Source: an optimization exercise on an open RTL-to-GDS flow (aim: small area, a short achievable clock period and few clock cycles per item). Production flows keep margins and buffers that such runs may drop.
Function was checked by simulation only, so behaviour that the tests miss may differ from the original.
No activity file was given, so power comes from the tool's default toggle rates.

--- design/flow/config.mk ---
export PLATFORM = sky130hd
export DESIGN_NAME = set_intersection_dedup
export DESIGN_NICKNAME = set_intersection_dedup
export VERILOG_FILES = /design/flow/design.v
export SDC_FILE = /design/flow/constraint.sdc
export NUM_CORES = 4
export LEC_CHECK = 0
export CAP_MARGIN = 20
export CORE_MARGIN = 2
export CORE_UTILIZATION = 40
export SETUP_SLACK_MARGIN = 2.6
export SLEW_MARGIN = 20
--- design/flow/constraint.sdc ---
create_clock -name core_clock -period 5.0 [get_ports {clk}]
set_input_delay 1.0000 -clock core_clock [delete_from_list [all_inputs] [get_ports {clk}]]
set_output_delay 1.0000 -clock core_clock [all_outputs]
set_load 0.01 [all_outputs]
--- design/flow/design.v ---
module set_intersection_dedup (
  input  logic        clk,
  input  logic        rst,
  input  logic        start,
  output logic        busy,
  input  logic [1:0]  opcode,
  input  logic signed [31:0] value,
  output logic        strobe,
  output logic signed [31:0] common_value,
  output logic        last,
  output logic        none_found,
  output logic        overflow
);
  localparam int N = 32;
  localparam int W = 32;
  logic         v1;
  logic [1:0]   op1;
  logic [W-1:0] val1;
  logic         s2_first;    
  logic         s2_second;   
  logic         s2_comp;     
  logic [W-1:0] val2;
  logic [N-1:0] fm2l, fm2h;   
  logic [N-1:0] sm2l, sm2h;   
  logic         eq2;         
  logic         y_newf;      
  logic         y_ins;       
  logic         y_news;      
  logic         y_comp;      
  logic [W-1:0] fmem [N];
  logic [W-1:0] smem [N];
  logic [N-1:0] fvalid;      
  logic [N-1:0] svalid;      
  logic [N-1:0] fhit;
  logic [5:0]   fcount;      
  logic [5:0]   hitcnt;      
  logic         hitinc;      
  logic         dropped;
  logic [N-1:0] rest;        
  logic [N-1:0] sel;         
  logic [5:0]   rem;
  logic         e_none;
  logic         e_ovf;
  logic take;
  assign take = start && !busy;
  localparam int H = W / 2;
  logic [N-1:0] fm1l, fm1h, sm1l, sm1h;
  always_comb begin
    for (int i = 0; i < N; i++) begin
      fm1l[i] = fval[i] && (fmem[i][H-1:0] == val1[H-1:0]);
      fm1h[i] = (fmem[i][W-1:H] == val1[W-1:H]);
      sm1l[i] = svalid[i] && (smem[i][H-1:0] == val1[H-1:0]);
      sm1h[i] = (smem[i][W-1:H] == val1[W-1:H]);
    end
  end
  logic is_first, is_second, is_comp;
  logic ffull, sfull;
  assign is_first  = s2_first;
  assign is_second = s2_second;
  assign is_comp   = s2_comp;
  assign ffull     = fcount[5];
  assign sfull     = svalid[N-1];
  logic [N-1:0] ftop;        
  logic [N-1:0] fval;        
  assign ftop = (fvalid ^ {fvalid[N-2:0], 1'b1}) & {N{y_newf}};
  assign fval = fvalid | ftop;
  logic [N-1:0] fhit_eff;
  assign fhit_eff = fhit | (ftop & {N{y_ins}});
  logic [N-1:0] fmx;
  logic         dup, in_s, new_hit;
  assign fmx     = y_comp ? '0 : ((fm2l & fm2h) | (ftop & {N{eq2}}));
  assign dup     = |fmx;
  assign in_s    = !y_comp && ((|(sm2l & sm2h)) || (eq2 && y_news));
  assign new_hit = |(fmx & ~fhit_eff);
  logic add_f, add_s;
  assign add_f = is_first && !ffull && !dup;
  assign add_s = is_second && !sfull;
  logic [N-1:0] fslot, sslot;
  assign fslot = fval ^ {fval[N-2:0], 1'b1};
  assign sslot = svalid ^ {svalid[N-2:0], 1'b1};
  always_ff @(posedge clk) begin
    for (int i = 0; i < N; i++) begin
      if (is_first && fslot[i])  fmem[i] <= val2;
      if (is_second && sslot[i]) smem[i] <= val2;
    end
  end
  always_ff @(posedge clk) begin
    for (int i = 0; i < N; i++) begin
      if (is_first && fslot[i])
        fhit[i] <= 1'b0;
      else
        fhit[i] <= fhit_eff[i] || (add_s && fmx[i]);
    end
  end
  localparam int LG = $clog2(N);
  logic [N-1:0] hv;                    
  logic [N-1:0] pa [LG+1];             
  logic [N-1:0] pb [LG+1];             
  always_comb begin
    pa[0] = hv;
    pb[0] = rest;
    for (int k = 0; k < LG; k++) begin
      for (int i = 0; i < N; i++) begin
        pa[k+1][i] = (i >= (1 << k)) ? (pa[k][i] | pa[k][i - (1 << k)]) : pa[k][i];
        pb[k+1][i] = (i >= (1 << k)) ? (pb[k][i] | pb[k][i - (1 << k)]) : pb[k][i];
      end
    end
  end
  assign hv = fvalid & fhit;
  logic [N-1:0] below_a, below_b;      
  assign below_a = {pa[LG][N-2:0], 1'b0};
  assign below_b = {pb[LG][N-2:0], 1'b0};
  logic         any_a;
  logic [N-1:0] tail_new;
  assign any_a    = pa[LG][N-1];
  assign tail_new = ftop & {N{y_ins}};
  logic [W-1:0] sel_val;
  always_comb begin
    sel_val = '0;
    for (int i = 0; i < N; i++)
      sel_val = sel_val | (fmem[i] & {W{sel[i]}});
  end
  logic [5:0] rem_nxt, hits;
  assign hits = hitcnt + {5'd0, hitinc};
  always_comb begin
    if (is_comp)
      rem_nxt = (hits == 6'd0) ? 6'd1 : hits;
    else if (rem != 6'd0)
      rem_nxt = rem - 6'd1;
    else
      rem_nxt = 6'd0;
  end
  logic adv1, c1_stay, c2_nxt, c1_nxt;
  assign adv1    = (op1 != 2'd2) || (rem_nxt[5:1] == 5'd0);
  assign c1_stay = v1 && (op1 == 2'd2) && !adv1;
  assign c2_nxt  = v1 && (op1 == 2'd2) && adv1;
  assign c1_nxt  = take ? (opcode == 2'd2) : c1_stay;
  always_ff @(posedge clk) begin
    val1 <= value;
    if (take) op1 <= opcode;
    val2 <= val1;
    fm2l <= fm1l;
    fm2h <= fm1h;
    sm2l <= sm1l;
    sm2h <= sm1h;
    eq2  <= (val1 == val2);
    if (rst) begin
      v1      <= 1'b0;
      s2_first  <= 1'b0;
      s2_second <= 1'b0;
      s2_comp   <= 1'b0;
      busy    <= 1'b0;
      y_newf  <= 1'b0;
      y_ins   <= 1'b0;
      y_news  <= 1'b0;
      y_comp  <= 1'b0;
      fvalid  <= '0;
      svalid  <= '0;
      fcount  <= '0;
      hitcnt  <= '0;
      hitinc  <= 1'b0;
      dropped <= 1'b0;
      rest    <= '0;
      sel     <= '0;
      rem     <= '0;
      strobe  <= 1'b0;
    end else begin
      v1     <= take ? (opcode != 2'd3) : c1_stay;
      s2_first  <= v1 && adv1 && (op1 == 2'd0);
      s2_second <= v1 && adv1 && (op1 == 2'd1);
      s2_comp   <= v1 && adv1 && (op1 == 2'd2);
      busy   <= c1_nxt && (c2_nxt || (rem_nxt > 6'd2));
      y_newf <= add_f;
      y_ins  <= add_f && in_s;
      y_news <= add_s;
      y_comp <= is_comp;
      rem    <= rem_nxt;
      strobe <= (rem != 6'd0);
      if (is_comp) begin
        fvalid  <= '0;
        svalid  <= '0;
        fcount  <= '0;
        hitcnt  <= '0;
        hitinc  <= 1'b0;
        dropped <= 1'b0;
        sel     <= any_a ? (hv & ~below_a) : tail_new;
        rest    <= any_a ? ((hv & below_a) | tail_new) : '0;
      end else begin
        sel     <= rest & ~below_b;
        rest    <= rest & below_b;
        hitcnt  <= hits;
        hitinc  <= (add_f && in_s) || (add_s && new_hit);
        if (is_first) begin
          if (ffull) dropped <= 1'b1;
          else       fcount  <= fcount + 6'd1;
        end
        if (is_second && sfull) dropped <= 1'b1;
        fvalid <= fval;
        if (add_s) svalid <= {svalid[N-2:0], 1'b1};
      end
    end
  end
  always_ff @(posedge clk) begin
    if (is_comp) begin
      e_none <= (hits == 6'd0);
      e_ovf  <= dropped;
    end
    common_value <= e_none ? '0 : sel_val;
    last         <= (rem == 6'd1);
    none_found   <= e_none;
    overflow     <= e_ovf;
  end
endmodule
--- design/flow/run.sh ---
#!/bin/bash
# synth_recipe.tcl (not shown) runs the flow's synth.tcl, then flattens the netlist and writes it again
# the make line also repeats each setting of config.mk as NAME=value (left out here)
make -C /OpenROAD-flow-scripts/flow DESIGN_CONFIG=/design/flow/config.mk WORK_HOME=/design/flow/orfs CLKGATE_MAP_FILE= SYNTH_SCRIPT=/design/flow/synth_recipe.tcl finish
==> results.json, run 1 <==
{
  "antenna_found_initial": 34,
  "fin_skew_ns": 0.100,
  "cts_tree": "done",
  "crit_type": "reg2reg",
  "netlist_area_mm2": 0.106,
  "num-nets-final": 7905,
  "crit_path_end_kind": "flip-flop",
  "grt_pass1_wl_mm": 578,
  "clk_latency_ns": 0.89,
  "ys_top_cells_by_count": "edfxtp_1, xnor2_1, xor2_1",
  "clock_path_buffers": 4,
  "numCtsBuffers": 278,
  "dr_wl_met2_mm": 186,
  "fp.coreArea_mm2": 0.263,
  "drt-initial-drc-count": 11700,
  "async_flop_share_pct": 0,
  "syn_inst": 7505,
  "globalplace.congestion": 1.02,
  "setup_viol": 0,
  "max_freq_mhz": 389,
  "synth_flop_cell": "edfxtp_1",
  "via_per_inst": 6.19,
  "cts_hold_buf": 0,
  "hpwlAfterDp_mm": 265,
  "placed_cell_area_mm2": 0.112,
  "antenna_left": 0,
  "yosysTopAreaCellShare_pct": 58.3,
  "worstPathRequired_ns": 5.73,
  "yosysTopAreaCell": "edfxtp_1",
  "ys_top_cells_by_area": "edfxtp_1, xnor2_1, dfxtp_1",
  "regToRegSetupSlack_ns": 2.43,
  "drive_gt1_share_pct": 15.5,
  "cp_max_fo": 7,
  "reg2reg_depth": 9,
  "syn-num-nets": 7547,
  "setup-tns-final_ns": 0,
  "fp.dieW_um": 518,
  "cp.arrival_ns": 3.31,
  "reg_top3": "fmem x1024, smem x1024",
  "synth_warnings": 5,
  "grt_overflow": 0,
  "routedWlPerCell_um": 37.3,
  "ios": 74,
  "fin_crit_ns": 2.57,
  "grt_max_degree": 66,
  "peakVddDrop_mv": 0.304,
  "die_h_um": 518,
  "via_count": 71800,
  "final_hold_viol_count": 0,
  "p_per_area_mw_per_mm2": 370,
  "wirelength_mm": 432,
  "final_area_mm2": 0.124,
  "wl_met3_mm": 51.6,
  "routed.top_layer": "met5",
  "syn2layout_area_growth_pct": 17.3,
  "drcViolationCount": 0,
  "dieArea_mm2": 0.268,
  "r2r-start": "fvalid[17]",
  "cp-start-kind": "flip-flop",
  "nFillCells": 23000,
  "num_rows": 188,
  "start_util_pct": 40.3,
  "maxSlewHeadroom_pct": 20.1,
  "crit_path_end": "sel[22]",
  "yosysSeqAreaShare_pct": 66.2,
  "met1_length_mm": 164,
  "hold_path.class": "reg2reg",
  "ys_ff_latch": 2470,
  "path_clk_slew_ns": 0.06,
  "firstDrtPassIters": 8,
  "grt_pass1_vias": 67700,
  "grt_usage_pct": 31.1,
  "startpoint": "fvalid[17]",
  "grt_setup_unrepaired": "true",
  "portBuffers": 73,
  "synth.distinct_cells": 67,
  "fin_crit_sh_pct": 51.4,
  "p_leak_nw": 39.1,
  "drv_slew": 0,
  "status": "complete, no violations",
  "max_slew.worst_pin.slew_ns": 1.20,
  "cts_root_buffer": "clkbuf_16",
  "post-synth-top-count-cell": "edfxtp_1",
  "synth_edf_count": 2052,
  "drv_cap": 0,
  "reg2reg_to": "sel[22]",
  "clkSinkCount": 2470,
  "htreeDepth": 5,
  "syn_area_per_cell_um2": 14.1
}
==> power breakdown <==
part           switching, mW  internal [mW]  total [mW]
clock                   8.54           11.9        20.4
sequential             0.506           22.3        22.9
combinational           1.74          0.932        2.68
total                   10.8           35.1        45.9
==> critical path, stage by stage, from the launching register on <==
cell and delay [ns]:
dfxtp_4 0.35, a222oi_1 0.30, buf_4 0.19, and4_1 0.23
nand4_1 0.14, buf_6 0.18, buf_6 0.11, or4_4 0.53
o22a_1 0.25, a211oi_2 0.18
==> placed cells by master, fill, tap and decap left out, types with 17 or more instances in the layout <==
master              n
edfxtp_1         2052
xnor2_1          1421
xor2_1            728
nand4_1           496
buf_4             334
clkbuf_16         290
dfxtp_1           288
a22oi_1           276
nand2_1           255
nor4_1            200
nor2_1            166
a21oi_1           147
a22o_1            141
a221oi_1          119
nor3_1             90
dfxtp_4            88
o21ai_0            59
buf_12             56
clkbuf_1           55
clkinv_1           47
dfxtp_2            42
and2_1             40
o22ai_1            39
clkinv_2           37
nor4_2             36
clkdlybuf4s50_1    35
and2_4             30
mux2_2             28
nand3_1            26
nor3_2             25
clkbuf_8           25
buf_2              25
buf_6              24
bufinv_16          17
==> how the worst min path moves through the flow <==
| stage | from | to | depth (start not counted) |
|---|---|---|---|
| after floorplan | e_ovf | overflow | 0 |
| after global placement | e_ovf | overflow | 0 |
| after detailed placement | e_ovf | overflow | 0 |
| after CTS | e_ovf | overflow | 0 |
| after global routing | e_ovf | overflow | 0 |
| final | e_ovf | overflow | 0 |
==> metal layers <==
layer	track usage, %	vias up
met1	41.6	36400
met3	7.33	1254
li1	-	28800
met4	18.5	28
met2	45.8	5350
met5	0	-
==> what timing repair did <==
item                        CTS  global route
pin swaps                    31            43
setup endpoints to repair  1141           257
cloned                        7             2
resized for setup           345           121
buffers inserted            118            58
==> stage by stage <==
stage	worst slack (ns)	utilization [%]	hold slack [ns]	power (mW)	cells
3_5_place_dp	1.13	42.5	0.346	25.7	10900
3_3_place_gp	1.25	42.5	0.335	25.7	10900
6_report	2.43	47.2	0.369	45.9	11600
2_1_floorplan	2.62	-	0.323	24.4	7505
4_1_cts	2.42	46.8	0.364	45.9	11500
5_1_grt	2.41	47.2	0.361	46.9	11600
==> cell families after synthesis <==
family	after synthesis	synth area share [%]
compound gates	918	6.32
simple gates	1473	7.56
xor+xnor	2161	17.9
mux	30	0.317
fa+ha+maj	5	0.0592
buf+inv	448	1.60
flops	2470	66.2
==> layout make-up <==
type | count | area, µm² | area share (%)
clock buffers | 368 | 7780 | 6.27
diodes | 10 | 25.0 | 0.0202
clock inverters | 130 | 1160 | 0.939
multi-input cells | 4595 | 35400 | 28.5
repair buffers | 501 | 4800 | 3.87
well taps | 3515 | 4400 | 3.55
inverters | 17 | 67.6 | 0.0545
flip-flops and latches | 2470 | 70400 | 56.7
Testbench counts, summed over its fixed seeds: cycles 9,133, runs 256.
==> run 2: changes to the inputs <==
--- a/design/flow/config.mk
+++ b/design/flow/config.mk
@@ -9,3 +9,3 @@
 export CORE_MARGIN = 2
-export CORE_UTILIZATION = 40
+export CORE_UTILIZATION = 55
 export SETUP_SLACK_MARGIN = 2.6
==> run 2 against run 1 <==
Effect of this change:
- still clean
- clock-buffer cell count is 44 higher
- sequential share of layout area rose by 0.75 points
- largest cell class unchanged
- clock skew down 0.040 ns
- critical endpoint is now common_value[2]
- total power shrank 0.88%
- non-clock buffer count is 21 lower
==> results.json, run 2 <==
{
  "fp.dieW_um": 442,
  "crit_type": "reg2reg",
  "switching_share_pct": 23.2,
  "hold_end": "overflow",
  "cpPeakStageDelay_ns": 0.66,
  "cts_tree": "done",
  "drt-initial-drc-count": 12100,
  "setup-tns-final_ns": 0,
  "fin_crit_ns": 2.57,
  "fin_skew_ns": 0.0604,
  "yosysTopAreaCellShare_pct": 58.3,
  "drv_cap": 0,
  "reg2reg_to": "common_value[2]",
  "num_rows": 160,
  "max_freq_mhz": 389,
  "combPwrFrac_pct": 6.0,
  "drive_gt1_share_pct": 15.3,
  "grt_usage_pct": 43.4,
  "clock_path_buffers": 4,
  "p_switching_mw": 10.5,
  "hpwlAfterDp_mm": 263,
  "via_count": 72700,
  "synth_warnings": 5,
  "drcViolationCount": 0,
  "p_per_area_mw_per_mm2": 372,
  "cpMaxStageDelayCell": "dfxtp_2",
  "dp_cells": 9893,
  "cp.arrival_ns": 3.34,
  "fin_crit_sh_pct": 51.5,
  "async_flop_share_pct": 0,
  "portBuffers": 73,
  "num-nets-final": 7887,
  "syn2layout_area_growth_pct": 15.8,
  "power_frac_seq_pct": 50.2,
  "yosysTopAreaCell": "edfxtp_1",
  "nFillCells": 14300,
  "reg_top3": "fmem x1024, smem x1024",
  "cp-start-kind": "flip-flop",
  "ios": 74,
  "clkPwrFrac_pct": 43.8,
  "crit_path_end_kind": "flip-flop",
  "cts_root_buffer": "clkbuf_16",
  "p_leak_nw": 38.9,
  "post-synth-top-count-cell": "edfxtp_1",
  "met2_usage_pct": 65.4,
  "grt_use_met3_pct": 12.5,
  "grt_max_degree": 66,
  "antenna_left": 0,
  "max_slew.worst_pin.slew_ns": 1.23,
  "finalNonFillerCells": 10600,
  "routedWlPerCell_um": 41.1,
  "worstHoldStart": "e_ovf",
  "met1_usage_pct": 54.9,
  "htreeDepth": 5,
  "drv_slew": 0,
  "die_h_um": 442,
  "start_util_pct": 55.5,
  "grt_pass1_vias": 68800,
  "clk_latency_ns": 0.95,
  "status": "complete, no violations",
  "min_path_cells": 0,
  "peakVddDrop_mv": 0.390,
  "ys_top_cells_by_area": "edfxtp_1, xnor2_1, dfxtp_1",
  "cp_max_fo": 24,
  "worstPathRequired_ns": 5.76,
  "final_hold_viol_count": 0,
  "netlist_area_mm2": 0.106,
  "ys_ff_latch": 2470,
  "yosysSeqAreaShare_pct": 66.2,
  "ys_top_cells_by_count": "edfxtp_1, xnor2_1, xor2_1",
  "fin_ws_ns": 2.43,
  "dp_slack_ns": 1.38,
  "antenna_found_initial": 31,
  "syn-num-nets": 7547,
  "reg2reg_depth": 6,
  "via_per_inst": 6.88,
  "fp.coreArea_mm2": 0.191,
  "synth_flop_cell": "edfxtp_1",
  "synth_edf_count": 2052,
  "grt_pass1_wl_mm": 580,
  "hold_path.class": "reg2reg",
  "syn_area_per_cell_um2": 14.1,
  "power.internal_mw": 35.0,
  "crit_chain": "buf_4 -> a22o_1 -> a221oi_1 -> nand4_1 -> nor3_1 -> nor2_2",
  "grt_busiest_layer": "met2",
  "clkSinkCount": 2470,
  "grt_setup_unrepaired": "true",
  "grt_overflow": 0,
  "mostFrequentLayoutCells": "edfxtp_1, xnor2_1, xor2_1",
  "setup_viol": 0,
  "r2r-start": "sel[29]",
  "firstDrtPassIters": 8,
  "maxSlewHeadroom_pct": 18.0,
  "numCtsBuffers": 281,
  "synth.distinct_cells": 67,
  "dieArea_mm2": 0.196,
  "syn_inst": 7505,
  "globalplace.congestion": 1.06,
  "wirelength_mm": 435,
  "startpoint": "sel[29]",
  "path_clk_slew_ns": 0.06,
  "final_common_cell": "edfxtp_1",
  "regToRegSetupSlack_ns": 2.43
}
run 2: cell count changes in the layout (fill, tap and decap cells not counted), sizes merged, moves of 2 or more:
| cell | before | now |
|---|---|---|
| clkinv | 94 | 61 |
| and2 | 76 | 73 |
| buf | 450 | 443 |
| bufinv | 17 | 9 |
| clkbuf | 371 | 413 |
| diode | 10 | 12 |
| clkdlybuf4s15 | 12 | 0 |
| inv | 27 | 17 |
| clkinvlp | 9 | 4 |
run 2: cell type report:
cell class | instances | area [µm²] | share of cell area (%)
clock inverters | 73 | 564 | 0.461
flip-flops and latches | 2470 | 70400 | 57.5
multi-input cells | 4594 | 35400 | 29.0
clock buffers | 412 | 8140 | 6.65
diodes | 12 | 30.0 | 0.0245
well taps | 2511 | 3140 | 2.57
repair buffers | 480 | 4640 | 3.79
inverters | 17 | 67.6 | 0.0552
repair inverters | 1 | 5.00 | 0.00409
run 2: how the worst max path moves through the flow:
stage	to	slack [ns]	depth (start not counted)
4_1_cts	fmem[4][16]	2.34	4
3_3_place_gp	rest[16]	1.40	7
5_1_grt	sel[26]	2.42	9
3_5_place_dp	rest[14]	1.38	7
2_1_floorplan	fmem[18][0]	2.62	6
6_report	common_value[2]	2.43	6
run 2: routing by layer:
layer	vias to the layer above	part of all wire [%]
li1	28700	-
met1	36400	35
met2	5895	44
met3	1673	13
met4	18	8.7
met5	-	0.030
run 2: worst max-delay path: cells and delay by family, from the launching register on:
kind,cells,cell delay (ns)
compound gates,2,0.38
simple gates,3,0.76
flops,1,0.66
buf+inv,1,0.60
run 2: logic make-up (layout without fill, tap and decap cells):
group | count (synthesis) | in the layout | share of synthesized area, %
buffers and inverters | 448 | 983 | 1.60
DFF | 2470 | 2470 | 66.2
AOI/OAI and AO/OA | 918 | 919 | 6.32
adders and majority gates | 5 | 5 | 0.0592
muxes | 30 | 30 | 0.317
and+or+nand+nor | 1473 | 1479 | 7.56
xor gates and xnor gates | 2161 | 2161 | 17.9
other | 0 | 12 | 0
run 2: power groups by stage:
stage | registers (mW) | clock network [mW] | logic [mW]
6_report | 22.9 | 19.9 | 2.71
3_5_place_dp | 23.4 | 0 | 2.27
5_1_grt | 22.8 | 20.7 | 2.78
2_1_floorplan | 23.0 | 0 | 1.41
3_3_place_gp | 23.4 | 0 | 2.24
4_1_cts | 22.8 | 19.9 | 2.57
run 2: what timing repair did:
action | CTS | global route
pin swaps | 22 | 41
resized for setup | 368 | 151
cloned | 6 | 5
endpoints found under the setup margin | 1147 | 498
hold buffers | 0 | 0
setup buffers | 104 | 65
hold endpoints to repair | 0 | 0
run 2: metrics by stage:
stage                     power (mW)  cell area, µm²  util [%]  hold slack [ns]
after floorplan                 24.4          106000         -            0.323
after global placement          25.7          110000      57.9            0.339
after detailed placement        25.7          110000      57.9            0.341
after CTS                       45.3          121000      63.5            0.345
after global routing            46.3          122000      64.2            0.348
final                           45.5          122000      64.2            0.350
==> run 3: changes to the inputs <==
--- a/design/flow/design.v
+++ b/design/flow/design.v
@@ -21,2 +21,4 @@
   logic         s2_comp;     
+  logic         s2_fk;       
+  logic         s2_sk;       
   logic [W-1:0] val2;
@@ -75,4 +77,7 @@
   logic add_f, add_s;
-  assign add_f = is_first && !ffull && !dup;
-  assign add_s = is_second && !sfull;
+  assign add_f = s2_fk && !dup;
+  assign add_s = s2_sk;
+  logic ffull_nxt, sfull_nxt;
+  assign ffull_nxt = !is_comp && (ffull || (s2_fk && (fcount == 6'd31)));
+  assign sfull_nxt = !is_comp && (sfull || (s2_sk && svalid[N-2]));
   logic [N-1:0] fslot, sslot;
@@ -114,3 +119,3 @@
   logic [N-1:0] tail_new;
-  assign any_a    = pa[LG][N-1];
+  assign any_a    = (hitcnt != 6'd0) || (hitinc && !y_ins);
   assign tail_new = ftop & {N{y_ins}};
@@ -151,2 +156,4 @@
       s2_comp   <= 1'b0;
+      s2_fk     <= 1'b0;
+      s2_sk     <= 1'b0;
       busy    <= 1'b0;
@@ -171,2 +178,4 @@
       s2_comp   <= v1 && adv1 && (op1 == 2'd2);
+      s2_fk     <= v1 && adv1 && (op1 == 2'd0) && !ffull_nxt;
+      s2_sk     <= v1 && adv1 && (op1 == 2'd1) && !sfull_nxt;
       busy   <= c1_nxt && (c2_nxt || (rem_nxt > 6'd2));
@@ -192,7 +201,4 @@
         hitinc  <= (add_f && in_s) || (add_s && new_hit);
-        if (is_first) begin
-          if (ffull) dropped <= 1'b1;
-          else       fcount  <= fcount + 6'd1;
-        end
-        if (is_second && sfull) dropped <= 1'b1;
+        if ((is_first && !s2_fk) || (is_second && !s2_sk)) dropped <= 1'b1;
+        if (s2_fk) fcount <= fcount + 6'd1;
         fvalid <= fval;
--- a/design/flow/config.mk
+++ b/design/flow/config.mk
@@ -9,3 +9,3 @@
 export CORE_MARGIN = 2
-export CORE_UTILIZATION = 55
+export CORE_UTILIZATION = 40
 export SETUP_SLACK_MARGIN = 2.6
==> run 3 against run 2 <==
Effect of this change:
- highest routed layer unchanged
- worst setup slack got worse by 0.044 ns
- still clean on timing, DRC and antenna
- die area increased by 37%
- sequential cell count is 2 higher
==> results.json, run 3 <==
{
  "hpwlAfterDp_mm": 266,
  "routedWlPerCell_um": 37.2,
  "reg_top3": "fmem x1024, smem x1024",
  "cp_max_fo": 17,
  "fp.dieW_um": 518,
  "synthXorXnorAreaFrac_pct": 18.1,
  "peakVddDrop_mv": 0.294,
  "crit_type": "reg2reg",
  "synth_compound_area_share_pct": 5.98,
  "grt_pass1_vias": 68100,
  "numCtsBuffers": 279,
  "final_common_cell": "edfxtp_1",
  "synth_warnings": 5,
  "htreeDepth": 5,
  "status": "complete, no violations",
  "power_mw": 45.7,
  "drv_cap": 0,
  "p_leak_nw": 39.0,
  "yosysSeqAreaShare_pct": 66.2,
  "clock_path_buffers": 4,
  "grt_usage_pct": 30.8,
  "drv_slew": 0,
  "syn_inst": 7492,
  "worstPathRequired_ns": 5.78,
  "syn2layout_area_growth_pct": 16.9,
  "antenna_left": 0,
  "drt-initial-drc-count": 11500,
  "synth_flop_cell": "edfxtp_1",
  "post-synth-top-count-cell": "edfxtp_1",
  "yosysTopAreaCell": "edfxtp_1",
  "cts_hold_buf": 0,
  "firstDrtPassIters": 8,
  "cp-start-kind": "flip-flop",
  "ys_top_cells_by_count": "edfxtp_1, xnor2_1, xor2_1",
  "maxSlewHeadroom_pct": 18.4,
  "hold_path.class": "reg2reg",
  "p_per_area_mw_per_mm2": 369,
  "netlist_area_mm2": 0.106,
  "num-nets-final": 7847,
  "cts_root_buffer": "clkbuf_16",
  "clk_latency_ns": 0.88,
  "num_rows": 188,
  "hold_slack_ns": 0.349,
  "cts_tree": "done",
  "syn-num-nets": 7535,
  "synth_edf_count": 2052,
  "synth_top_family_by_area": "XOR/XNOR gates",
  "crit_path_end_kind": "flip-flop",
  "synth.area.mux_share_pct": 0.313,
  "fin_crit_ns": 2.62,
  "ys_ff_latch": 2472,
  "max_slew.worst_pin.slew_ns": 1.22,
  "grt_overflow": 0,
  "fin_crit_sh_pct": 52.4,
  "fp.coreArea_mm2": 0.263,
  "via_per_inst": 6.20,
  "setup-tns-final_ns": 0,
  "yosysTopAreaCellShare_pct": 58.2,
  "synth.distinct_cells": 67,
  "async_flop_share_pct": 0,
  "portBuffers": 73,
  "path_clk_slew_ns": 0.06,
  "mostFrequentLayoutCells": "edfxtp_1, xnor2_1, xor2_1",
  "grt_pass1_wl_mm": 575,
  "fin_ws_ns": 2.38,
  "grt_setup_unrepaired": "true",
  "wirelength_mm": 430,
  "drive_gt1_share_pct": 14.4,
  "drcViolationCount": 0,
  "final_hold_viol_count": 0,
  "antenna_found_initial": 23,
  "synthAdderAreaFrac_pct": 0.0710,
  "globalplace.congestion": 1.02,
  "synth_simple_gate_area_share_pct": 7.81,
  "fin_skew_ns": 0.0843,
  "ios": 74,
  "ys_top_cells_by_area": "edfxtp_1, xnor2_1, dfxtp_1",
  "clkSinkCount": 2472,
  "start_util_pct": 40.3,
  "die_h_um": 518,
  "grt_max_degree": 66,
  "max_freq_mhz": 382,
  "dieArea_mm2": 0.269,
  "nFillCells": 23000,
  "setup_viol": 0,
  "multiInputGateArea_mm2": 0.0355,
  "syn_area_per_cell_um2": 14.1,
  "dp_cells": 10900,
  "seqCellArea_mm2": 0.0704,
  "via_count": 71600,
  "cp.arrival_ns": 3.40,
  "finalNonFillerCells": 11500,
  "dp_slack_ns": 1.58
}
-- run 3: cell count changes after synthesis, moves of 21 or more --
cell	delta
o21a_1	+24
o22ai_1	-21
mux2_2	-27
a21oi_1	-67
mux2i_1	+30
nand2_1	-58
nor2_1	+66
-- run 3: area by class of cell --
class,count,area share [%]
sequential,2472,56.9
clock inverter,98,0.738
tap,3515,3.56
multi-input combinational,4588,28.7
clock buffer,400,6.53
timing repair buffer,452,3.54
antenna,12,0.0243
inverter,11,0.0364
-- run 3: path summary, 6_finish.rpt --
kind | startpoint | endpoint | slack (ns) | cells past startpoint
setup / recovery | val1[0] | fm2l[8] | 2.38 | 5
hold / removal | e_ovf | overflow | 0.35 | 0
setup reg to reg | val1[0] | fm2l[8] | 2.38 | 5
hold reg to reg | e_ovf | overflow | 0.35 | 0
-- run 3: power by group --
group,leakage (nW),switching [mW],internal [mW],total (mW)
clock network,4.41,8.48,12.0,20.5
logic,12.7,1.53,0.866,2.39
registers,21.9,0.450,22.3,22.8
-- run 3: per-stage QoR --
step / cell area, µm² / utilization, %
floorplan: 106000 / -
global placement: 112000 / 42.5
detailed placement: 112000 / 42.5
CTS: 122000 / 46.6
global route: 124000 / 47.1
finish: 124000 / 47.1
-- run 3: timing repair --
action,CTS,global route
gates resized for setup,322,105
gates cloned,1,4
pin swaps,15,33
setup buffers,48,87
endpoints found under the setup margin,1192,305
-- run 3: cell families after synthesis --
family	after synthesis
fa+ha+maj	6
buf+inv	437
flops	2472
compound gates	845
mux	33
simple gates	1515
xor+xnor	2184
-- run 3: worst max-delay path, stage by stage (launching register included) --
cell and delay, ns:
dfxtp_4 0.60, buf_6 0.32, xor2_1 0.18, nor3_1 0.42, nand4_1 0.63, nor3_1 0.34
-- run 3: layer usage --
layer,part of all wire (%),track usage [%],vias to the layer above
li1,-,-,28600
met1,38,40.3,36300
met2,44,46.4,5381
met3,12,7.96,1287
met4,6.9,17.5,12
met5,0.017,0,-
Testbench counts of run 3, summed over its fixed seeds: cycles 9,133, runs 256.
==> run 4: changes to the inputs <==
--- a/design/flow/config.mk
+++ b/design/flow/config.mk
@@ -10,2 +10,4 @@
 export CORE_UTILIZATION = 40
+export CTS_CLUSTER_DIAMETER = 60
+export CTS_CLUSTER_SIZE = 20
 export SETUP_SLACK_MARGIN = 2.6
==> run 4 against run 3 <==
Effect of this change:
- still clean on timing, DRC and antenna
- clock skew grew 0.030 ns
- highest routed layer unchanged
- non-clock buffer count rose by 3
- clock power decreased by about 20%
- synthesized cell count did not move
- first-iteration DRC count is 0.31% higher
==> results.json, run 4 <==
{
  "synth_warnings": 5,
  "hold_slack_ns": 0.356,
  "cp-start-kind": "flip-flop",
  "path_clk_slew_ns": 0.08,
  "setup_viol": 0,
  "async_flop_share_pct": 0,
  "syn2layout_area_growth_pct": 14.4,
  "routed.top_layer": "met5",
  "met1_length_mm": 162,
  "fin_crit_ns": 2.60,
  "via_per_inst": 6.21,
  "num-nets-final": 7756,
  "crit_type": "reg2reg",
  "wirelength_mm": 428,
  "grt_setup_unrepaired": "true",
  "maxSlewHeadroom_pct": 21.9,
  "ys_top_cells_by_area": "edfxtp_1, xnor2_1, dfxtp_1",
  "routedWlPerCell_um": 37.6,
  "p_per_area_mw_per_mm2": 342,
  "antenna_found_initial": 31,
  "syn_inst": 7492,
  "finalNonFillerCells": 11400,
  "synth_simple_gate_area_share_pct": 7.81,
  "max_slew.worst_pin.slew_ns": 1.17,
  "syn-num-nets": 7535,
  "status": "complete, no violations",
  "grt_pass1_vias": 67200,
  "synth_flop_cell": "edfxtp_1",
  "numCtsBuffers": 186,
  "fp.dieW_um": 518,
  "hold_path.class": "reg2reg",
  "synthXorXnorAreaFrac_pct": 18.1,
  "drcViolationCount": 0,
  "dp_cells": 10900,
  "globalplace.congestion": 1.02,
  "htreeDepth": 4,
  "yosysTopAreaCell": "edfxtp_1",
  "num_rows": 188,
  "fin_skew_ns": 0.114,
  "antenna_left": 0,
  "power_mw": 41.4,
  "clock_path_buffers": 4,
  "grt_usage_pct": 30.7,
  "wl_met3_mm": 49.7,
  "max_freq_mhz": 385,
  "p_leak_nw": 37.6,
  "die_h_um": 518,
  "drt-initial-drc-count": 11600,
  "fin_crit_sh_pct": 51.9,
  "synth_edf_count": 2052,
  "cts_tree": "done",
  "drv_cap": 0,
  "netlist_area_mm2": 0.106,
  "cp_max_fo": 11,
  "grt_overflow": 0,
  "hpwlAfterDp_mm": 266,
  "ys_top_cells_by_count": "edfxtp_1, xnor2_1, xor2_1",
  "firstDrtPassIters": 9,
  "crit_path_end_kind": "flip-flop",
  "synth_compound_area_share_pct": 5.98,
  "via_count": 70700,
  "cp.arrival_ns": 3.32,
  "mostFrequentLayoutCells": "edfxtp_1, xnor2_1, xor2_1",
  "clkSinkCount": 2472,
  "synth.distinct_cells": 67,
  "synth.area.mux_share_pct": 0.313,
  "cts_hold_buf": 0,
  "syn_area_per_cell_um2": 14.1,
  "post-synth-top-count-cell": "edfxtp_1",
  "portBuffers": 73,
  "reg_top3": "fmem x1024, smem x1024",
  "drv_slew": 0,
  "ys_ff_latch": 2472,
  "grt_pass1_wl_mm": 572,
  "fp.coreArea_mm2": 0.263,
  "clk_latency_ns": 0.94,
  "dieArea_mm2": 0.269,
  "synthAdderAreaFrac_pct": 0.0710,
  "peakVddDrop_mv": 0.404,
  "final_common_cell": "edfxtp_1",
  "grt_max_degree": 66,
  "setup-tns-final_ns": 0,
  "synth_top_family_by_area": "XOR/XNOR gates",
  "start_util_pct": 40.3,
  "yosysSeqAreaShare_pct": 66.2,
  "cts_root_buffer": "clkbuf_16",
  "worstPathRequired_ns": 5.72,
  "final_hold_viol_count": 0,
  "ios": 74,
  "yosysTopAreaCellShare_pct": 58.2,
  "drive_gt1_share_pct": 13.7,
  "dr_wl_met2_mm": 186
}
-- run 4: cell counts after synthesis --
No cell type changed its count.
-- run 4: metal layers --
layer	track usage, %	vias to the layer above
met5	0	-
met4	16.9	20
met3	7.83	1263
met2	46.5	5123
met1	40.2	35900
li1	-	28400
-- run 4: final timing paths --
| kind | startpoint | to | slack (ns) | cells after the start |
|---|---|---|---|---|
| setup reg to reg | val1[12] | fm2l[17] | 2.40 | 5 |
| setup / recovery | val1[12] | fm2l[17] | 2.40 | 5 |
| hold / removal | e_ovf | overflow | 0.36 | 0 |
| hold reg to reg | e_ovf | overflow | 0.36 | 0 |
-- run 4: final cells by class --
type	instances	area (µm²)
Antenna cell	13	32.5
Clock buffer	232	5000
Clock inverter	101	1330
Fill cell	23200	142000
Inverter	11	45.0
Multi-Input combinational cell	4587	35400
Sequential cell	2472	70400
Tap cell	3515	4400
Timing Repair Buffer	455	4370
-- run 4: cells by family (layout without fill, tap and decap cells) --
family / Yosys count / in the layout
other cells: 0 / 13
buf+inv: 437 / 799
flops: 2472 / 2472
fa+ha+maj: 6 / 6
mux: 33 / 33
xor+xnor: 2184 / 2184
compound gates: 845 / 846
simple gates: 1515 / 1518
-- run 4: power by group --
part / switching (mW) / internal (mW)
combinational: 1.51 / 0.851
clock: 8.07 / 8.21
sequential: 0.454 / 22.3
-- run 4: worst max-delay path, stage by stage, from the launching register on --
cell and delay (ns):
dfxtp_4 0.44, buf_4 0.32, xor2_1 0.13, nor3_2 0.45, nand4_1 0.62, nor3_2 0.47
-- run 4: timing repair --
action | 4_1_cts | 5_1_grt
gates cloned | 1 | 3
setup buffers | 65 | 73
pin swaps | 24 | 29
resized for setup | 366 | 103
setup endpoints to repair | 1152 | 252
-- run 4: through the flow --
step / utilization [%] / setup WS (ns) / area [µm²]
floorplan: - / 2.62 / 106000
global placement: 42.5 / 1.40 / 112000
detailed placement: 42.5 / 1.58 / 112000
CTS: 45.6 / 2.52 / 120000
global route: 46.1 / 2.49 / 121000
finish: 46.1 / 2.40 / 121000
==> run 5: changes to the inputs <==
--- a/design/flow/design.v
+++ b/design/flow/design.v
@@ -24,4 +24,6 @@
   logic [W-1:0] val2;
-  logic [N-1:0] fm2l, fm2h;   
-  logic [N-1:0] sm2l, sm2h;   
+  localparam int G  = 4;      
+  localparam int GW = 32 / G;
+  logic [G-1:0][N-1:0] fm2;   
+  logic [G-1:0][N-1:0] sm2;   
   logic         eq2;         
@@ -47,10 +49,21 @@
   assign take = start && !busy;
-  localparam int H = W / 2;
-  logic [N-1:0] fm1l, fm1h, sm1l, sm1h;
+  logic [G-1:0][N-1:0] fm1;
+  logic [G-1:0][N-1:0] sm1;
   always_comb begin
     for (int i = 0; i < N; i++) begin
-      fm1l[i] = fval[i] && (fmem[i][H-1:0] == val1[H-1:0]);
-      fm1h[i] = (fmem[i][W-1:H] == val1[W-1:H]);
-      sm1l[i] = svalid[i] && (smem[i][H-1:0] == val1[H-1:0]);
-      sm1h[i] = (smem[i][W-1:H] == val1[W-1:H]);
+      for (int g = 0; g < G; g++) begin
+        fm1[g][i] = (fmem[i][g*GW +: GW] == val1[g*GW +: GW]);
+        sm1[g][i] = (smem[i][g*GW +: GW] == val1[g*GW +: GW]);
+      end
+      fm1[0][i] = fm1[0][i] && fval[i];
+      sm1[0][i] = sm1[0][i] && svalid[i];
+    end
+  end
+  logic [N-1:0] fm2a, sm2a;   
+  always_comb begin
+    fm2a = fm2[0];
+    sm2a = sm2[0];
+    for (int g = 1; g < G; g++) begin
+      fm2a = fm2a & fm2[g];
+      sm2a = sm2a & sm2[g];
     end
@@ -64,5 +77,6 @@
   assign sfull     = svalid[N-1];
+  logic [N-1:0] fptr;        
   logic [N-1:0] ftop;        
   logic [N-1:0] fval;        
-  assign ftop = (fvalid ^ {fvalid[N-2:0], 1'b1}) & {N{y_newf}};
+  assign ftop = fptr & {N{y_newf}};
   assign fval = fvalid | ftop;
@@ -72,5 +86,5 @@
   logic         dup, in_s, new_hit;
-  assign fmx     = y_comp ? '0 : ((fm2l & fm2h) | (ftop & {N{eq2}}));
+  assign fmx     = y_comp ? '0 : (fm2a | (ftop & {N{eq2}}));
   assign dup     = |fmx;
-  assign in_s    = !y_comp && ((|(sm2l & sm2h)) || (eq2 && y_news));
+  assign in_s    = !y_comp && ((|sm2a) || (eq2 && y_news));
   assign new_hit = |(fmx & ~fhit_eff);
@@ -83,3 +97,3 @@
   logic [N-1:0] fslot, sslot;
-  assign fslot = fval ^ {fval[N-2:0], 1'b1};
+  assign fslot = y_newf ? {fptr[N-2:0], 1'b0} : fptr;
   assign sslot = svalid ^ {svalid[N-2:0], 1'b1};
@@ -146,6 +160,4 @@
     val2 <= val1;
-    fm2l <= fm1l;
-    fm2h <= fm1h;
-    sm2l <= sm1l;
-    sm2h <= sm1h;
+    fm2  <= fm1;
+    sm2  <= sm1;
     eq2  <= (val1 == val2);
@@ -164,2 +176,3 @@
       fvalid  <= '0;
+      fptr    <= N'(1);
       svalid  <= '0;
@@ -189,2 +202,3 @@
         fvalid  <= '0;
+        fptr    <= N'(1);
         svalid  <= '0;
@@ -204,2 +218,3 @@
         fvalid <= fval;
+        if (y_newf) fptr <= {fptr[N-2:0], 1'b0};
         if (add_s) svalid <= {svalid[N-2:0], 1'b1};
--- a/design/flow/config.mk
+++ b/design/flow/config.mk
@@ -10,4 +10,2 @@
 export CORE_UTILIZATION = 40
-export CTS_CLUSTER_DIAMETER = 60
-export CTS_CLUSTER_SIZE = 20
 export SETUP_SLACK_MARGIN = 2.6
==> run 5 against run 4 <==
Effect of this change:
- total power increased by 16%
- worst setup slack improved by 0.12 ns
- critical path depth fell by 1
- clock skew shrank 0.050 ns
- via count decreased by 0.18%
- synthesized cell count up 1.8%
- sequential cell count is 160 higher
- still clean
- register-to-register slack better by 0.12 ns
==> results.json, run 5 <==
{
  "wirelength_mm": 406,
  "ios": 74,
  "numCtsBuffers": 286,
  "hpwlAfterDp_mm": 259,
  "switching_share_pct": 23.0,
  "drv_cap": 0,
  "reg_top3": "fmem x1024, smem x1024",
  "placed_cell_area_mm2": 0.115,
  "yosysSeqAreaShare_pct": 67.4,
  "power_frac_seq_pct": 50.1,
  "mostFrequentLayoutCells": "edfxtp_1, xnor2_1, nand4_1",
  "clock_path_buffers": 4,
  "fin_skew_ns": 0.0637,
  "synth_flop_cell": "edfxtp_1",
  "status": "complete, no violations",
  "crit_path_end_kind": "flip-flop",
  "synth_warnings": 5,
  "start_util_pct": 40.2,
  "ys_ff_latch": 2632,
  "cts_hold_buf": 0,
  "setup-tns-final_ns": 0,
  "max_slew.worst_pin.slew_ns": 1.17,
  "grt_pass1_vias": 68300,
  "grt_pass1_wl_mm": 551,
  "maxSlewHeadroom_pct": 21.7,
  "dieArea_mm2": 0.276,
  "drt-initial-drc-count": 10800,
  "cp_max_fo": 26,
  "worstHoldStart": "e_ovf",
  "p_per_area_mw_per_mm2": 382,
  "clk_latency_ns": 0.94,
  "r2r-start": "val1[20]",
  "clkPwrFrac_pct": 44.9,
  "num-nets-final": 7972,
  "fp.dieW_um": 525,
  "routedWlPerCell_um": 34.6,
  "max_freq_mhz": 404,
  "peakVddDrop_mv": 0.277,
  "syn-num-nets": 7672,
  "p_switching_mw": 11.1,
  "cts_tree": "done",
  "setup_viol": 0,
  "startpoint": "val1[20]",
  "ys_top_cells_by_count": "edfxtp_1, xnor2_1, nand4_1",
  "clkSinkCount": 2632,
  "via_count": 70500,
  "antenna_left": 0,
  "p_leak_nw": 39.4,
  "post-synth-top-count-cell": "edfxtp_1",
  "globalplace.congestion": 0.991,
  "portBuffers": 73,
  "grt_max_degree": 95,
  "grt_overflow": 0,
  "fin_crit_sh_pct": 49.6,
  "drv_slew": 0,
  "hold_path.class": "reg2reg",
  "syn2layout_area_growth_pct": 15.9,
  "grt_setup_unrepaired": "true",
  "final_common_cell": "edfxtp_1",
  "synth_edf_count": 2052,
  "combPwrFrac_pct": 5.0,
  "path_clk_slew_ns": 0.07,
  "via_per_inst": 6.00,
  "netlist_area_mm2": 0.109,
  "htreeDepth": 5,
  "syn_area_per_cell_um2": 14.2,
  "drcViolationCount": 0,
  "drive_gt1_share_pct": 12.3,
  "num_rows": 191,
  "async_flop_share_pct": 0,
  "fp.coreArea_mm2": 0.271,
  "synth.distinct_cells": 66,
  "crit_type": "reg2reg",
  "grt_usage_pct": 28.4,
  "die_h_um": 525,
  "fin_crit_ns": 2.48,
  "cp.arrival_ns": 3.21,
  "yosysTopAreaCell": "edfxtp_1",
  "antenna_found_initial": 29,
  "power.internal_mw": 37.0,
  "worstPathRequired_ns": 5.73,
  "yosysTopAreaCellShare_pct": 56.7,
  "cp-start-kind": "flip-flop",
  "syn_inst": 7630,
  "final_area_mm2": 0.126,
  "final_hold_viol_count": 0,
  "cts_root_buffer": "clkbuf_16",
  "ys_top_cells_by_area": "edfxtp_1, xnor2_1, dfxtp_1",
  "firstDrtPassIters": 6
}
-- run 5: layer usage --
layer | part of all wire [%] | routed length [µm] | GRT usage [%]
met1 | 38 | 156000 | 36.9
met2 | 45 | 185000 | 44.7
met3 | 9.7 | 39300 | 5.51
met4 | 6.5 | 26400 | 15.6
met5 | 0.019 | 78 | 0
-- run 5: power groups by stage --
stage          clock, mW  combinational [mW]  sequential, mW
4_1_cts             21.8                2.31            24.1
6_report            21.6                2.41            24.1
2_1_floorplan          0                1.48            24.3
3_3_place_gp           0                2.17            24.6
5_1_grt             22.6                2.54            24.1
3_5_place_dp           0                2.19            24.6
-- run 5: final timing paths --
kind              end  slack, ns  cells after the start
max           fm2[87]       2.52                      4
min          overflow       0.37                      0
max reg2reg   fm2[87]       2.52                      4
min reg2reg  overflow       0.37                      0
-- run 5: logic make-up after synthesis --
group,count (synthesis),share of synthesized area [%]
xor+xnor,2120,17.1
flops,2632,67.4
buf+inv,414,1.43
fa+ha+maj,5,0.0576
compound gates,781,5.43
mux,70,0.647
simple gates,1608,7.94
-- run 5: cell type report --
type,instances,area (µm²)
flip-flops and latches,2632,73500
clock inverters,127,1530
well taps,3570,4470
clock buffers,400,8030
multi-input cells,4585,34500
inverters,16,60.1
diodes,9,22.5
repair buffers,409,3790
fillers,23600,145000
-- run 5: repair_timing --
| action | CTS | global route |
|---|---|---|
| setup buffers | 67 | 33 |
| resized for setup | 213 | 52 |
| hold endpoints to repair | 0 | 0 |
| cloned | 1 | 1 |
| pin swaps | 17 | 13 |
| setup endpoints to repair | 1154 | 105 |
-- run 5: per-stage QoR --
stage	utilization, %	std cells	power (mW)	hold slack (ns)	setup slack, ns
2_1_floorplan	-	7630	25.8	0.323	2.53
3_3_place_gp	42.4	11100	26.8	0.378	1.57
3_5_place_dp	42.4	11100	26.8	0.381	1.55
4_1_cts	46.3	11700	48.3	0.384	2.51
5_1_grt	46.5	11700	49.3	0.386	2.55
6_report	46.5	11700	48.1	0.371	2.52
-- run 5: critical path, cell delays in order (launching register included) --
cell     delay (ns)
dfxtp_4        0.55
buf_4          0.52
xnor2_1        0.18
nand4_1        0.34
nor2_1         0.69
Testbench counts of run 5, summed over its fixed seeds: cycles 9,133, runs 256.
==> run 6: changes to the inputs <==
--- a/design/flow/config.mk
+++ b/design/flow/config.mk
@@ -10,2 +10,4 @@
 export CORE_UTILIZATION = 40
+export CTS_CLUSTER_DIAMETER = 60
+export CTS_CLUSTER_SIZE = 20
 export SETUP_SLACK_MARGIN = 2.6
==> run 6 against run 5 <==
Effect of this change:
- via count down 0.60%
- still clean on timing, DRC and antenna
- combinational power about the same
- sequential share of layout area rose by 1.1 points
- synthesized cell count unchanged
- largest cell class unchanged
- first-iteration DRC count down 3.7%
- area after synthesis stayed put
- clock power down 19%
==> results.json, run 6 <==
{
  "placed_cell_area_mm2": 0.115,
  "fp.coreArea_mm2": 0.271,
  "grt_usage_pct": 28.4,
  "max_slew.worst_pin.slew_ns": 1.21,
  "crit_path_end_kind": "flip-flop",
  "drive_gt1_share_pct": 11.5,
  "ys_ff_latch": 2632,
  "path_clk_slew_ns": 0.09,
  "via_count": 70100,
  "setup_viol": 0,
  "routedWlPerCell_um": 34.9,
  "yosysTopAreaCellShare_pct": 56.7,
  "syn_area_per_cell_um2": 14.2,
  "crit_type": "reg2reg",
  "p_leak_nw": 38.2,
  "worstPathRequired_ns": 5.74,
  "num_rows": 191,
  "syn-num-nets": 7672,
  "cp.arrival_ns": 3.33,
  "portBuffers": 73,
  "hold_path.class": "reg2reg",
  "numCtsBuffers": 206,
  "grt_overflow": 0,
  "dieArea_mm2": 0.276,
  "htreeDepth": 4,
  "via_per_inst": 6.04,
  "drt-initial-drc-count": 10400,
  "clock_path_buffers": 4,
  "die_h_um": 525,
  "final_common_cell": "edfxtp_1",
  "start_util_pct": 40.2,
  "status": "complete, no violations",
  "clk_latency_ns": 0.92,
  "post-synth-top-count-cell": "edfxtp_1",
  "ios": 74,
  "mostFrequentLayoutCells": "edfxtp_1, xnor2_1, nand4_1",
  "maxSlewHeadroom_pct": 19.5,
  "grt_pass1_vias": 67400,
  "cts_root_buffer": "clkbuf_16",
  "synth_edf_count": 2052,
  "fin_skew_ns": 0.0752,
  "dp_slack_ns": 1.55,
  "fin_ws_ns": 2.41,
  "num-nets-final": 7893,
  "globalplace.congestion": 0.991,
  "syn_inst": 7630,
  "fin_crit_sh_pct": 51.8,
  "antenna_left": 0,
  "peakVddDrop_mv": 0.369,
  "grt_pass1_wl_mm": 549,
  "antenna_found_initial": 28,
  "fin_crit_ns": 2.59,
  "synth_flop_cell": "edfxtp_1",
  "synth.distinct_cells": 66,
  "cts_tree": "done",
  "finalNonFillerCells": 11600,
  "cp_max_fo": 17,
  "grt_setup_unrepaired": "true",
  "final_area_mm2": 0.123,
  "p_per_area_mw_per_mm2": 357,
  "grt_max_degree": 95,
  "clkSinkCount": 2632,
  "reg_top3": "fmem x1024, smem x1024",
  "netlist_area_mm2": 0.109,
  "yosysSeqAreaShare_pct": 67.4,
  "synth_warnings": 5,
  "fp.dieW_um": 525,
  "final_hold_viol_count": 0,
  "ys_top_cells_by_count": "edfxtp_1, xnor2_1, nand4_1",
  "wirelength_mm": 405,
  "hpwlAfterDp_mm": 259,
  "dp_cells": 11100,
  "drv_cap": 0,
  "drcViolationCount": 0,
  "cp-start-kind": "flip-flop",
  "setup-tns-final_ns": 0,
  "max_freq_mhz": 386,
  "async_flop_share_pct": 0,
  "ys_top_cells_by_area": "edfxtp_1, xnor2_1, dfxtp_1",
  "syn2layout_area_growth_pct": 13.7,
  "firstDrtPassIters": 6,
  "drv_slew": 0,
  "yosysTopAreaCell": "edfxtp_1"
}
==> run 6: area by class of cell <==
type | count | area (µm²)
Fill cell | 23800 | 147000
Sequential cell | 2632 | 73500
Multi-Input combinational cell | 4586 | 34500
Clock buffer | 260 | 5610
Tap cell | 3570 | 4470
Timing Repair Buffer | 409 | 3840
Clock inverter | 118 | 1470
Inverter | 16 | 60.1
Antenna cell | 11 | 27.5
==> run 6: path summary, 6_finish.rpt <==
path                            slack (ns)     from                to  depth (start not counted)
worst max register to register        2.41  sel[27]  common_value[23]                          6
worst max-delay path                  2.41  sel[27]  common_value[23]                          6
worst min-delay path                  0.37    e_ovf          overflow                          0
worst min register to register        0.37    e_ovf          overflow                          0
==> run 6: where the power goes <==
group	internal, mW	switching, mW
logic	0.914	1.51
clock network	8.85	8.74
registers	23.6	0.460
total	33.4	10.7
==> run 6: cell families after synthesis <==
logic type / count (synthesis) / synth area share [%]
DFF: 2632 / 67.4
xor gates and xnor gates: 2120 / 17.1
and+or+nand+nor: 1608 / 7.94
AOI/OAI and AO/OA: 781 / 5.43
buffers and inverters: 414 / 1.43
muxes: 70 / 0.647
adders and majority gates: 5 / 0.0576
==> run 6: through the flow <==
step | utilization (%) | power (mW) | hold WS [ns]
after floorplan | - | 25.8 | 0.323
after global placement | 42.4 | 26.8 | 0.378
after detailed placement | 42.4 | 26.8 | 0.381
after CTS | 45.5 | 44.2 | 0.390
after global routing | 45.6 | 45.1 | 0.386
final | 45.6 | 44.1 | 0.372
==> run 6: layer usage <==
| metal | wire, µm | GRT usage [%] | share of wire [%] |
|---|---|---|---|
| met1 | 155000 | 36.7 | 38 |
| met2 | 184000 | 44.6 | 45 |
| met3 | 40400 | 5.78 | 10 |
| met4 | 25700 | 15.4 | 6.4 |
| met5 | 79 | 0 | 0.019 |
==> run 6: worst max-delay path, stage by stage, from the launching register on <==
cell	delay (ns)
dfxtp_2	0.98
buf_4	0.51
a22o_1	0.24
a221oi_1	0.08
nand4_1	0.17
nor3_1	0.07
nor2_1	0.33
==> run 6: what timing repair did <==
action | CTS | global route
cloned | 1 | 3
buffers inserted | 75 | 24
gates resized for setup | 221 | 47
setup endpoints to repair | 1170 | 104
hold buffers | 0 | 0
pin swaps | 15 | 14
==> run 7: changes to the inputs <==
==> design/flow/flow/run.sh (new file) <==
#!/bin/bash
# Standard layout, with clock tree synthesis told not to add dummy loads.
set -o pipefail
export CTS_ARGS="-sink_clustering_enable -repair_clock_nets -dont_use_dummy_load"
bash standard.sh > standard.log 2>&1
==> design/flow/standard.sh (new file) <==
#!/bin/bash
# synth_recipe.tcl (not shown) runs the flow's synth.tcl, then flattens the netlist and writes it again
# the make line also repeats each setting of config.mk as NAME=value (left out here)
make -C /OpenROAD-flow-scripts/flow DESIGN_CONFIG=/design/flow/config.mk WORK_HOME=/design/flow/orfs CLKGATE_MAP_FILE= SYNTH_SCRIPT=/design/flow/synth_recipe.tcl "${@:-finish}"
--- a/design/flow/config.mk
+++ b/design/flow/config.mk
@@ -10,4 +10,2 @@
 export CORE_UTILIZATION = 40
-export CTS_CLUSTER_DIAMETER = 60
-export CTS_CLUSTER_SIZE = 20
 export SETUP_SLACK_MARGIN = 2.6
removed: design/flow/run.sh
==> run 7 against run 6 <==
Effect of this change:
- hold slack improved by 0.0050 ns
- die area did not move
- register-to-register slack improved by 0.03 ns
- largest power group unchanged
- highest routed layer unchanged
==> results.json, run 7 <==
{
  "async_flop_share_pct": 0,
  "final_util_pct": 45.6,
  "cp-start-kind": "flip-flop",
  "synth.distinct_cells": 66,
  "wirelength_mm": 405,
  "via_per_inst": 6.08,
  "antenna_left": 0,
  "drcViolationCount": 0,
  "drive_gt1_share_pct": 10.9,
  "grt_setup_unrepaired": "true",
  "grt_max_degree": 95,
  "clk_latency_ns": 0.93,
  "cp.arrival_ns": 3.25,
  "ys_top_cells_by_count": "edfxtp_1, xnor2_1, nand4_1",
  "syn-num-nets": 7672,
  "ys_top_cells_by_area": "edfxtp_1, xnor2_1, dfxtp_1",
  "yosysTopAreaCell": "edfxtp_1",
  "numCtsBuffers": 286,
  "via_count": 70000,
  "synth_edf_count": 2052,
  "power_frac_seq_pct": 54.2,
  "startpoint": "sel[10]",
  "yosysSeqAreaShare_pct": 67.4,
  "firstDrtPassIters": 6,
  "antenna_found_initial": 31,
  "path_clk_slew_ns": 0.06,
  "dieArea_mm2": 0.276,
  "syn_inst": 7630,
  "power.internal_mw": 34.6,
  "maxSlewHeadroom_pct": 20.6,
  "num-nets-final": 7972,
  "hpwlAfterDp_mm": 259,
  "regToRegSetupSlack_ns": 2.44,
  "globalplace.congestion": 0.991,
  "syn_area_per_cell_um2": 14.2,
  "status": "complete, no violations",
  "htreeDepth": 5,
  "max_freq_mhz": 391,
  "max_slew.worst_pin.slew_ns": 1.19,
  "worstPathRequired_ns": 5.68,
  "num_rows": 191,
  "fin_crit_ns": 2.56,
  "p_leak_nw": 38.3,
  "clkPwrFrac_pct": 40.5,
  "final_hold_viol_count": 0,
  "portBuffers": 73,
  "crit_path_end_kind": "flip-flop",
  "routedWlPerCell_um": 35.2,
  "peakVddDrop_mv": 0.268,
  "cts_tree": "done",
  "grt_overflow": 0,
  "yosysTopAreaCellShare_pct": 56.7,
  "synth_warnings": 5,
  "fin_crit_sh_pct": 51.2,
  "crit_type": "reg2reg",
  "fin_skew_ns": 0.0975,
  "reg2reg_depth": 6,
  "r2r-start": "sel[10]",
  "hold_path.class": "reg2reg",
  "grt_usage_pct": 28.3,
  "cp_max_fo": 15,
  "drv_cap": 0,
  "mostFrequentLayoutCells": "edfxtp_1, xnor2_1, nand4_1",
  "final_common_cell": "edfxtp_1",
  "setup-tns-final_ns": 0,
  "reg_top3": "fmem x1024, smem x1024",
  "post-synth-top-count-cell": "edfxtp_1",
  "netlist_area_mm2": 0.109,
  "cts_root_buffer": "clkbuf_16",
  "power_mw": 44.5,
  "clock_path_buffers": 4,
  "synth_flop_cell": "edfxtp_1",
  "syn2layout_area_growth_pct": 13.7,
  "crit_path_end": "common_value[1]",
  "grt_pass1_vias": 67700,
  "p_switching_mw": 9.96,
  "reg2reg_to": "common_value[1]",
  "grt_pass1_wl_mm": 549,
  "drt-initial-drc-count": 10100,
  "fp.coreArea_mm2": 0.271,
  "p_per_area_mw_per_mm2": 361,
  "die_h_um": 525,
  "drv_slew": 0,
  "start_util_pct": 40.2,
  "ios": 74,
  "fp.dieW_um": 525,
  "setup_viol": 0,
  "switching_share_pct": 22.4,
  "ys_ff_latch": 2632,
  "combPwrFrac_pct": 5.4,
  "cts_hold_buf": 0,
  "clkSinkCount": 2632
}
run 7: cell counts after synthesis:
No cell type changed its count.
run 7: cells by family after synthesis:
| group | share of synthesized area [%] |
|---|---|
| compound gates | 5.43 |
| fa+ha+maj | 0.0576 |
| flops | 67.4 |
| buf+inv | 1.43 |
| xor+xnor | 17.1 |
| mux | 0.647 |
| simple gates | 7.94 |
run 7: what timing repair did:
item                                    4_1_cts  5_1_grt
buffers inserted                             68       31
pin swaps                                    17       13
endpoints found under the setup margin     1150       77
gates cloned                                  1        2
gates resized for setup                     216       44
run 7: worst min path at each step:
stage / cells past startpoint / slack, ns / to / from
floorplan: 0 / 0.32 / overflow / e_ovf
global placement: 0 / 0.38 / overflow / e_ovf
detailed placement: 0 / 0.38 / overflow / e_ovf
CTS: 0 / 0.39 / overflow / e_ovf
global route: 0 / 0.39 / overflow / e_ovf
finish: 0 / 0.38 / overflow / e_ovf
run 7: worst max-delay path, cell delays in order (launching register included):
cell	delay (ns)
dfxtp_2	0.91
buf_4	0.39
a22o_1	0.19
a221oi_1	0.06
nand4_1	0.21
nor3_1	0.09
nor2_1	0.50
run 7: final cells by class:
cell class / count / area, µm²
timing repair buffer: 409 / 3780
inverter: 16 / 60.1
clock buffer: 286 / 7160
antenna: 6 / 15.0
multi-input combinational: 4585 / 34500
fill: 23800 / 147000
tap: 3570 / 4470
sequential: 2632 / 73500
run 7: metrics by stage:
stage / area, µm² / hold WS, ns / std cells / worst slack (ns)
global placement: 115000 / 0.378 / 11100 / 1.57
global route: 123000 / 0.391 / 11500 / 2.55
floorplan: 109000 / 0.323 / 7630 / 2.53
detailed placement: 115000 / 0.381 / 11100 / 1.55
CTS: 123000 / 0.393 / 11500 / 2.52
finish: 123000 / 0.377 / 11500 / 2.44
run 7: power by group through the flow:
stage / Combinational [mW] / Sequential, mW / Clock, mW
2_1_floorplan: 1.48 / 24.3 / 0
3_3_place_gp: 2.17 / 24.6 / 0
3_5_place_dp: 2.19 / 24.6 / 0
4_1_cts: 2.30 / 24.1 / 18.2
5_1_grt: 2.52 / 24.1 / 19.0
6_report: 2.39 / 24.1 / 18.0
run 7: per-layer routing:
layer | global-route usage (%) | part of all wire [%]
met1 | 36.7 | 38
met2 | 44.7 | 45
met3 | 5.71 | 10
met4 | 15.4 | 6.5
met5 | 0 | 0.023
==> run 8: changes to the inputs <==
==> design/flow/flow/run.sh (replaced) <==
#!/bin/bash
# Standard layout; clock tree synthesis gets the sink clustering of config.mk
# (20 sinks, 60 um) and is told not to add dummy loads.
set -o pipefail
export CTS_ARGS="-sink_clustering_enable -repair_clock_nets -sink_clustering_size 20 -sink_clustering_max_diameter 60 -dont_use_dummy_load"
bash standard.sh > standard.log 2>&1
--- a/design/flow/config.mk
+++ b/design/flow/config.mk
@@ -10,3 +10,5 @@
 export CORE_UTILIZATION = 40
+export CTS_CLUSTER_DIAMETER = 60
+export CTS_CLUSTER_SIZE = 20
 export SETUP_SLACK_MARGIN = 2.6
-export SLEW_MARGIN = 20
+export SLEW_MARGIN = 40
==> run 8 against run 7 <==
Effect of this change:
- still clean on timing, DRC and antenna
- register-to-register slack improved by 0.05 ns
- sequential power barely moved
- clock power fell by 19%
- area after synthesis did not move
- clock-buffer cell count fell by 84
- global-route usage fell by 0.31 points
- via count fell by 0.74%
- utilization fell by 0.67 points
- critical path type unchanged
==> results.json, run 8 <==
{
  "status": "complete, no violations",
  "crit_type": "reg2reg",
  "fin_crit_ns": 2.51,
  "dp_cells": 11100,
  "clock_path_buffers": 4,
  "synth_warnings": 5,
  "synth.distinct_cells": 66,
  "via_per_inst": 6.08,
  "ys_top_cells_by_area": "edfxtp_1, xnor2_1, dfxtp_1",
  "syn_inst": 7630,
  "grt_setup_unrepaired": "true",
  "antenna_left": 0,
  "peakVddDrop_mv": 0.378,
  "drv_slew": 0,
  "cp.arrival_ns": 3.21,
  "drcViolationCount": 0,
  "antenna_found_initial": 22,
  "synth_edf_count": 2052,
  "num_rows": 191,
  "fin_crit_sh_pct": 50.2,
  "drv_cap": 0,
  "clk_latency_ns": 0.92,
  "drt-initial-drc-count": 10400,
  "async_flop_share_pct": 0,
  "portBuffers": 73,
  "cts_root_buffer": "clkbuf_16",
  "clkSinkCount": 2632,
  "crit_path_end_kind": "flip-flop",
  "cts_hold_buf": 0,
  "yosysTopAreaCellShare_pct": 56.7,
  "syn2layout_area_growth_pct": 12.0,
  "finalNonFillerCells": 11400,
  "dp_slack_ns": 1.76,
  "globalplace.congestion": 0.991,
  "grt_max_degree": 95,
  "cp-start-kind": "flip-flop",
  "reg_top3": "fmem x1024, smem x1024",
  "p_per_area_mw_per_mm2": 336,
  "grt_pass1_wl_mm": 544,
  "grt_overflow": 0,
  "fp.dieW_um": 525,
  "netlist_area_mm2": 0.109,
  "routedWlPerCell_um": 34.9,
  "ios": 74,
  "htreeDepth": 4,
  "mostFrequentLayoutCells": "edfxtp_1, xnor2_1, nand4_1",
  "dieArea_mm2": 0.276,
  "path_clk_slew_ns": 0.07,
  "ys_ff_latch": 2632,
  "worstPathRequired_ns": 5.70,
  "drive_gt1_share_pct": 9.99,
  "cts_tree": "done",
  "yosysTopAreaCell": "edfxtp_1",
  "p_leak_nw": 37.3,
  "grt_usage_pct": 28.0,
  "yosysSeqAreaShare_pct": 67.4,
  "max_slew.worst_pin.slew_ns": 1.16,
  "synth_flop_cell": "edfxtp_1",
  "fin_skew_ns": 0.102,
  "max_freq_mhz": 399,
  "final_common_cell": "edfxtp_1",
  "maxSlewHeadroom_pct": 22.2,
  "fin_ws_ns": 2.49,
  "final_hold_viol_count": 0,
  "cp_max_fo": 20,
  "ys_top_cells_by_count": "edfxtp_1, xnor2_1, nand4_1",
  "setup_viol": 0,
  "num-nets-final": 7890,
  "syn_area_per_cell_um2": 14.2,
  "regToRegSetupSlack_ns": 2.49,
  "firstDrtPassIters": 8,
  "post-synth-top-count-cell": "edfxtp_1",
  "nFillCells": 24000,
  "setup-tns-final_ns": 0,
  "wirelength_mm": 399,
  "hpwlAfterDp_mm": 264,
  "via_count": 69500,
  "hold_path.class": "reg2reg",
  "start_util_pct": 40.2,
  "numCtsBuffers": 202,
  "grt_pass1_vias": 67100,
  "die_h_um": 525,
  "syn-num-nets": 7672,
  "fp.coreArea_mm2": 0.271
}
## run 8: cell types whose count changed in the layout (fill, tap and decap cells not counted), moves of 3 or more
cell       before  now
dfxtp_4        64   69
buf_8           4   14
dfxtp_2        44   38
buf_12         26   45
buf_4         277  254
buf_6          15   18
and3_1         46   43
and3_4          2    5
clkbuf_16     289  202
## run 8: logic make-up (layout without fill, tap and decap cells)
logic type,after synthesis,after routing,synth area share (%)
AOI/OAI and AO/OA,781,781,5.43
buffers and inverters,414,630,1.43
muxes,70,70,0.647
xor gates and xnor gates,2120,2120,17.1
other,0,6,0
adders and majority gates,5,5,0.0576
and+or+nand+nor,1608,1608,7.94
DFF,2632,2632,67.4
## run 8: final cells by class
type / instances / area [µm²] / share of cell area [%]
antenna: 6 / 15.0 / 0.0123
clock buffer: 202 / 5050 / 4.15
inverter: 16 / 60.1 / 0.0494
multi-input combinational: 4584 / 34500 / 28.4
sequential: 2632 / 73500 / 60.4
tap: 3570 / 4470 / 3.67
timing repair buffer: 412 / 4050 / 3.33
## run 8: worst paths after layout
| path | start | to | cells after the start |
|---|---|---|---|
| setup / recovery | sel[6] | common_value[28] | 5 |
| hold / removal | e_ovf | overflow | 0 |
| setup reg to reg | sel[6] | common_value[28] | 5 |
| hold reg to reg | e_ovf | overflow | 0 |
## run 8: power breakdown
part | switching, mW | total, mW | leakage, nW | internal (mW)
logic | 1.55 | 2.46 | 11.6 | 0.918
clock network | 7.37 | 14.5 | 2.49 | 7.10
registers | 0.381 | 24.0 | 23.2 | 23.6
total | 9.30 | 40.9 | 37.3 | 31.6
## run 8: critical path, stage by stage (launching register included)
cell      delay [ns]
dfxtp_2         0.82
buf_4           0.55
a221oi_1        0.21
nand4_1         0.20
nor3_1          0.08
nor2_2          0.39
## run 8: what timing repair did
| action | in CTS | in global routing |
|---|---|---|
| gates resized for setup | 214 | 46 |
| pin swaps | 19 | 15 |
| gates cloned | 1 | 0 |
| setup buffers | 42 | 24 |
| endpoints found under the setup margin | 454 | 99 |
## run 8: metrics by stage
step	hold WS (ns)	util (%)	area, µm²	total power [mW]
final	0.378	45.0	122000	40.9
after CTS	0.389	44.8	121000	41.0
after detailed placement	0.381	42.7	116000	26.9
after global routing	0.387	45.0	122000	42.0
after global placement	0.378	42.4	115000	26.8
after floorplan	0.323	-	109000	25.8
## run 8: metal layers
layer  GRT usage, %  vias up  wire length [µm]
met2           44.3     4150            182000
li1               -    28600                 -
met4           15.0        2             25100
met3           5.26      990             38000
met5              0        -                11
met1           36.5    35700            154000

[re-timing with driven ports]
The flow's constraints put no driver on any port. The routed layouts listed below were extracted and timed again, unchanged, in two steps. Step 1, drivers: a clkbuf_16 drives clk and a buf_2 each remaining input, both assumed. Step 2 times the ports against the registers' clock, not the clock port: input delays grow and output delays shrink by t, the midpoint of the rising clock arrivals with the driver on. Three values: no drivers, after step 1, after step 2; two values: the first two.
| run | t, ns | setup slack, ns |
|---|---|---|
| run 1 | 0.938 | 2.428 / 2.428 / 2.304 |
| run 2 | 1.014 | 2.426 / 2.426 / 2.124 |
| run 3 | 0.929 | 2.382 / 2.382 / 1.830 |
| run 4 | 0.965 | 2.403 / 2.403 / 1.842 |
| run 5 | 0.996 | 2.522 / 2.468 / 1.902 |
| run 6 | 0.982 | 2.409 / 2.409 / 1.931 |
| run 7 | 0.972 | 2.439 / 2.439 / 1.875 |
| run 8 | 0.957 | 2.492 / 2.492 / 1.937 |
After both steps every run listed still meets setup and hold.
